Source: an optimization exercise on an open RTL-to-GDS flow (aim: small area and a short achievable clock period). Production flows keep margins and buffers that such runs may drop.
Only simulation tests tie the RTL to the original design; equivalence was not proved.
Power and IR drop assume default switching activity.

== run A ==
## calc_top
module calc_top (
  input  logic                      clk_i,
  input  logic                      rst_n_i,
  input  logic                      dispatch_v_i,
  input  logic [32-1:0]       instr_i,
  input  logic [32-1:0]       rs1_data_i,
  input  logic [32-1:0]       rs2_data_i,
  input  logic                      flush_i,
  output logic                      wb_v_o,
  output logic [5-1:0] wb_rd_addr_o,
  output logic [32-1:0]       wb_data_o
);
  localparam NX = 51;
  logic [2:0]                                   ex_f3;
  logic                                         ex_sub;
  logic                                         ex_sra;
  logic                                         ex_mul;
  logic [5-1:0]                    ex_rd;
  logic [32-1:0]                          ex_op_a;
  logic [32-1:0]                          ex_op_b;
  logic                                         ex_v;
  logic [32-1:0]                          int_data;
  logic [32-1:0]                          mul_s;
  logic [NX-1:0]                                mul_x;
  logic [3:0][5-1:0] fwd_rd_addr;
  logic [3:0]                     fwd_w_v;
  logic [3:0][32-1:0]       fwd_data;
  issue_stage issue_stage_i (
    .clk_i         (clk_i),
    .rst_n_i       (rst_n_i),
    .dispatch_v_i  (dispatch_v_i),
    .flush_i       (flush_i),
    .instr_i       (instr_i),
    .rs1_data_i    (rs1_data_i),
    .rs2_data_i    (rs2_data_i),
    .fwd_rd_addr_i (fwd_rd_addr),
    .fwd_w_v_i     (fwd_w_v),
    .fwd_data_i    (fwd_data),
    .ex_f3_o       (ex_f3),
  ...
clock: 8.0 ns
lec_check: 0
abc_clock_period_in_ps: 3000
cap_margin: 20
core_margin: 2
core_utilization: 40
cts_buf_list: sky130_fd_sc_hd__clkbuf_8
setup_slack_margin: 4.2
slew_margin: 20
tns_end_percent: 5
standard.sh (not shown) runs the stock make flow with config.mk's settings and CLKGATE_MAP_FILE= SYNTH_SCRIPT=/design/flow/synth_recipe.tcl, a recipe that flattens the netlist after the stock synthesis.
==> flow/flow/run.sh <==
#!/bin/bash
# The standard layout (the standard.sh, all ORFS stages unchanged) with
# one change: the ports are buffered with buf_2 cells instead of the cell
# buffer_ports picks on its own (clkdlybuf4s50_1). Every port still gets
# its own buffer. make's full output goes to flow_make.log here; each ORFS
# step keeps its own log under orfs/logs/.
set -euo pipefail
bash standard.sh "BUFFER_PORTS_ARGS=-buffer_cell sky130_fd_sc_hd__buf_2" finish > flow_make.log 2>&1
Run A completed every stage of the flow, and the final layout passed the timing, DRC and antenna checks.
> inputs changed (run A -> run B)
--- a/flow/config.mk
+++ b/flow/config.mk
@@ -11 +11 @@
-export CORE_UTILIZATION = 40
+export CORE_UTILIZATION = 55
@@ -13 +13 @@
-export SETUP_SLACK_MARGIN = 4.2
+export SETUP_SLACK_MARGIN = 4.4
Results
issue_stage_i.ex_op_a_o[24]$_DFF_P_ as the last element of the critical path was reported by run B, and issue_stage_i.ex_op_b_o[19]$_DFF_P_ by run A.
Taking run A as the reference, in run B met1 routed wirelength after detailed routing +2.4 mm, wire length of the first global-routing pass +11%, data required time of the critical path -30 ps, growth of design area from synthesis to finish +0.57 points, number of nets in the layout ~0 delta.
Diff run A -> run B: power consumption went up; worst hold slack essentially unchanged; proportion of power drawn by the clock network fell 1.5 points.
Run B ended up with input port to register as its critical path class; run A ended up with register to register.
Fraction of power spent switching nets, run B and run A: smaller value in run A
[inputs] run C vs run B
==> flow/run.sh (new file) <==
#!/bin/bash
# synth_recipe.tcl (not shown) runs the flow's synth.tcl, then flattens the netlist and writes it again
# the make line also repeats each setting of config.mk as NAME=value (left out here)
make -C /OpenROAD-flow-scripts/flow DESIGN_CONFIG=/design/flow/config.mk WORK_HOME=/design/flow/orfs CLKGATE_MAP_FILE= SYNTH_SCRIPT=/design/flow/synth_recipe.tcl finish
--- a/flow/config.mk
+++ b/flow/config.mk
@@ -8 +8 @@
-export ABC_CLOCK_PERIOD_IN_PS = 3000
+export ABC_CLOCK_PERIOD_IN_PS = 2500
@@ -11,3 +11,2 @@
-export CORE_UTILIZATION = 55
-export CTS_BUF_LIST = sky130_fd_sc_hd__clkbuf_8
-export SETUP_SLACK_MARGIN = 4.4
+export CORE_UTILIZATION = 40
+export SETUP_SLACK_MARGIN = 5
@@ -15 +13,0 @@
-export TNS_END_PERCENT = 5
removed: flow/flow/run.sh
removed: flow/standard.sh
Notes after the runs:
On power, the higher figure sits with run C, not run B.
Run C reports a higher wire length of the first global-routing pass than run B does.
Looking only at switching portion of total power, and setting everything else aside, the higher value of run C and run B goes to run B.
Count of clock-buffer cells in the layout: run C lower than run B
Relative to run B, number of buffer and inverter stages on the critical path increased by 2 in run C.
Diff run B -> run C: wire length moved up, non-clock buffer count higher.
For run D, these inputs were changed with respect to run C:
==> flow/flow/run.sh (new file) <==
#!/bin/bash
# The standard layout (the standard.sh, all ORFS stages unchanged) with
# one change: the ports are buffered with buf_2 cells instead of the cell
# buffer_ports picks on its own (clkdlybuf4s50_1). Every port still gets
# its own buffer. make's full output goes to flow_make.log here; each ORFS
# step keeps its own log under orfs/logs/.
set -euo pipefail
bash standard.sh "BUFFER_PORTS_ARGS=-buffer_cell sky130_fd_sc_hd__buf_2" finish > flow_make.log 2>&1
==> flow/standard.sh (new file) <==
#!/bin/bash
# synth_recipe.tcl (not shown) runs the flow's synth.tcl, then flattens the netlist and writes it again
# the make line also repeats each setting of config.mk as NAME=value (left out here)
make -C /OpenROAD-flow-scripts/flow DESIGN_CONFIG=/design/flow/config.mk WORK_HOME=/design/flow/orfs CLKGATE_MAP_FILE= SYNTH_SCRIPT=/design/flow/synth_recipe.tcl "${@:-finish}"
--- a/flow/config.mk
+++ b/flow/config.mk
@@ -8 +8 @@
-export ABC_CLOCK_PERIOD_IN_PS = 2500
+export ABC_CLOCK_PERIOD_IN_PS = 3000
@@ -12 +12,2 @@
-export SETUP_SLACK_MARGIN = 5
+export CTS_BUF_LIST = sky130_fd_sc_hd__clkbuf_8
+export SETUP_SLACK_MARGIN = 4.4
@@ -13,0 +15 @@
+export TNS_END_PERCENT = 5
removed: flow/run.sh
Notes after the runs:
Run C vs run D, worst setup path startpoint: issue_stage_i.ex_mul_o$_DFF_P_ vs instr_i[22]. From run C to run D the numbers moved as follows: routed wire length went down by 15%; met2 track demand over resource went down; final cell count decreased by 5.4% relative to the old numbers.

========
Setup of run a:
calc_top again, from the RTL that the note above started with.
// calc_top
module calc_top (
  input  logic                      clk_i,
  input  logic                      rst_n_i,
  input  logic                      dispatch_v_i,
  input  logic [32-1:0]       instr_i,
  input  logic [32-1:0]       rs1_data_i,
  input  logic [32-1:0]       rs2_data_i,
  input  logic                      flush_i,
  output logic                      wb_v_o,
  output logic [5-1:0] wb_rd_addr_o,
  output logic [32-1:0]       wb_data_o
);
  localparam NX = 51;
  logic [2:0]                                   ex_f3;
  logic                                         ex_sub;
  logic                                         ex_sra;
  logic                                         ex_mul;
  logic [5-1:0]                    ex_rd;
  logic [32-1:0]                          ex_op_a;
  logic [32-1:0]                          ex_op_b;
  logic                                         ex_v;
  ...
clock: 8.0 ns
lec_check: 0
abc_clock_period_in_ps: 3000
cap_margin: 20
core_margin: 2
core_utilization: 40
setup_slack_margin: 4.8
slew_margin: 20
run.sh (not shown) runs the stock make flow with config.mk's settings and CLKGATE_MAP_FILE= SYNTH_SCRIPT=/design/flow/synth_recipe.tcl, a recipe that flattens the netlist after the stock synthesis.
Stock flow here: none of the scripts above is used.
The flow did not stop early for run a: all stages ran, and the layout cleared the timing, DRC and antenna checks.
Edits applied to the flow inputs when going from run a to run b:
- SETUP_SLACK_MARGIN now 3.8, was 4.8
- CTS_BUF_LIST now sky130_fd_sc_hd__clkbuf_8, previously not set
- TNS_END_PERCENT now 5, previously not set
==> flow/flow/run.sh (new file) <==
#!/bin/bash
# The standard layout (the standard.sh, all ORFS stages unchanged) with
# one change: the ports are buffered with buf_2 cells instead of the cell
# buffer_ports picks on its own (clkdlybuf4s50_1). Every port still gets
# its own buffer. make's full output goes to flow_make.log here; each ORFS
# step keeps its own log under orfs/logs/.
set -euo pipefail
bash standard.sh "BUFFER_PORTS_ARGS=-buffer_cell sky130_fd_sc_hd__buf_2" finish > flow_make.log 2>&1
==> flow/standard.sh (new file) <==
#!/bin/bash
# synth_recipe.tcl (not shown) runs the flow's synth.tcl, then flattens the netlist and writes it again
# the make line also repeats each setting of config.mk as NAME=value (left out here)
make -C /OpenROAD-flow-scripts/flow DESIGN_CONFIG=/design/flow/config.mk WORK_HOME=/design/flow/orfs CLKGATE_MAP_FILE= SYNTH_SCRIPT=/design/flow/synth_recipe.tcl "${@:-finish}"
removed: flow/run.sh
==> comparison <==
- Fraction of the cycle the final worst path needs: run b and run a compared, lower one is run a
- [compare] base=run a new=run b: worst-case hold slack flat; core utilization -13 points; combinational cell fraction of total power fell 9.5 points; non-clock buffer count lost 57%.

========
== xenon ==
calc_top, a different RTL version from the one above (not shown whole).
For scale: roughly 240 flip-flops, roughly 31000 µm² of cells after synthesis.
export LEC_CHECK = 0
export ABC_CLOCK_PERIOD_IN_PS = 3000
export CAP_MARGIN = 20
export CORE_MARGIN = 2
export CORE_UTILIZATION = 40
export CTS_BUF_LIST = sky130_fd_sc_hd__clkbuf_8
export PLACE_DENSITY = 0.5
export SETUP_SLACK_MARGIN = 4.4
export SLEW_MARGIN = 20
export TNS_END_PERCENT = 20
create_clock -name core_clock -period 8.0 [get_ports {clk_i}]
standard.sh (not shown) runs the stock make flow with config.mk's settings and CLKGATE_MAP_FILE= SYNTH_SCRIPT=/design/flow/synth_recipe.tcl, a recipe that flattens the netlist after the stock synthesis.
==> flow/flow/run.sh <==
#!/bin/bash
# The standard layout (the standard.sh, all ORFS stages unchanged) with
# one change: the ports are buffered with buf_2 cells instead of the cell
# buffer_ports picks on its own (clkdlybuf4s50_1). Every port still gets
# its own buffer. make's full output goes to flow_make.log here; each ORFS
# step keeps its own log under orfs/logs/.
set -euo pipefail
bash standard.sh "BUFFER_PORTS_ARGS=-buffer_cell sky130_fd_sc_hd__buf_2" finish > flow_make.log 2>&1
The inputs of indigo differ from those of xenon as listed below.
# xenon
export LEC_CHECK = 0
export ABC_CLOCK_PERIOD_IN_PS = 3000
export CAP_MARGIN = 20
export CORE_MARGIN = 2
export CORE_UTILIZATION = 40
export CTS_BUF_LIST = sky130_fd_sc_hd__clkbuf_8
export PLACE_DENSITY = 0.5
export SETUP_SLACK_MARGIN = 4.4
export SLEW_MARGIN = 20
export TNS_END_PERCENT = 20
create_clock -name core_clock -period 8.0 [get_ports {clk_i}]
# indigo
export LEC_CHECK = 0
export ABC_CLOCK_PERIOD_IN_PS = 3000
export CAP_MARGIN = 20
export CORE_MARGIN = 2
export CORE_UTILIZATION = 40
export CTS_BUF_LIST = sky130_fd_sc_hd__clkbuf_8
export SETUP_SLACK_MARGIN = 4.4
export SLEW_MARGIN = 20
export TNS_END_PERCENT = 5
create_clock -name core_clock -period 8.0 [get_ports {clk_i}]
[summary]
Relative area of non-clock buffer cells in the final design in indigo is 0.87 points lower than in xenon. Area used by sequential logic in the layout | indigo below xenon. Every stage of the flow completed for indigo, and the final layout passed the timing, DRC and antenna checks. Compared with xenon, total wirelength of the detailed-routed design in indigo decreased by more than 10%. Quantity of gates resized following cts down 31% in indigo wrt xenon. Looking only at clock latency reported for the late side of the worst-skew pair, and setting everything else aside, the higher value of indigo and xenon goes to xenon. Delta(share of power burned in combinational logic, indigo - xenon) > 0. Going from xenon to indigo, global-route usage decreased 4.8 points, count of multi-input combinational gates essentially unchanged. Cmp indigo and xenon / post-CTS repair timing setup buffer count / lower: indigo.

[what the ideal ports hide]
The flow's constraints put no driver on any port. The routed layouts listed below were extracted and timed again, unchanged, in two steps.
Step 1 (the two cells are an assumption about what drives the block):
set clk [get_ports {clk_i}]
set_driving_cell -lib_cell sky130_fd_sc_hd__clkbuf_16 $clk
set_driving_cell -lib_cell sky130_fd_sc_hd__buf_2 [delete_from_list [all_inputs] $clk]
Step 2 adds t to the input delays and takes it off the output delays; t is the mean of the earliest and latest rising clock arrival at the registers after step 1. Input paths then give back, and output paths get back, about the clock's delay inside the block.
Slacks: no drivers / after step 1 / after step 2; pairs: no drivers / after step 1.
| run | shift t [ns] | slack for setup (ns) | clock arrival spread, ns | worst data-port slew with drivers (ns) |
|---|---|---|---|---|
| run A of note 1 | 0.695 | 4.087 / 4.087 / 3.496 | 0.068 / 0.068 | 0.08 |
| run B of note 1 | 0.702 | 4.094 / 4.119 / 3.436 | 0.070 / 0.070 | 0.06 |
| run C of note 1 | 0.663 | 4.308 / 4.308 / 4.092 | 0.028 / 0.027 | 0.10 |
| run D of note 1 | 0.705 | 4.228 / 4.273 / 3.568 | 0.049 / 0.048 | 0.08 |
| run a of note 2 | 0.639 | 4.310 / 4.310 / 4.002 | 0.020 / 0.020 | 0.06 |
| run b of note 2 | 0.706 | 3.694 / 3.694 / 3.368 | 0.049 / 0.049 | 0.06 |
| xenon | 0.735 | 4.228 / 4.228 / 3.785 | 0.109 / 0.109 | 0.05 |
| indigo | 0.710 | 4.232 / 4.232 / 3.608 | 0.078 / 0.078 | 0.04 |
After both steps setup and hold are still met in every run listed. For run D of note 1, which loses most, drivers alone change the setup slack by +0.045 ns; drivers and shift together by -0.660 ns.
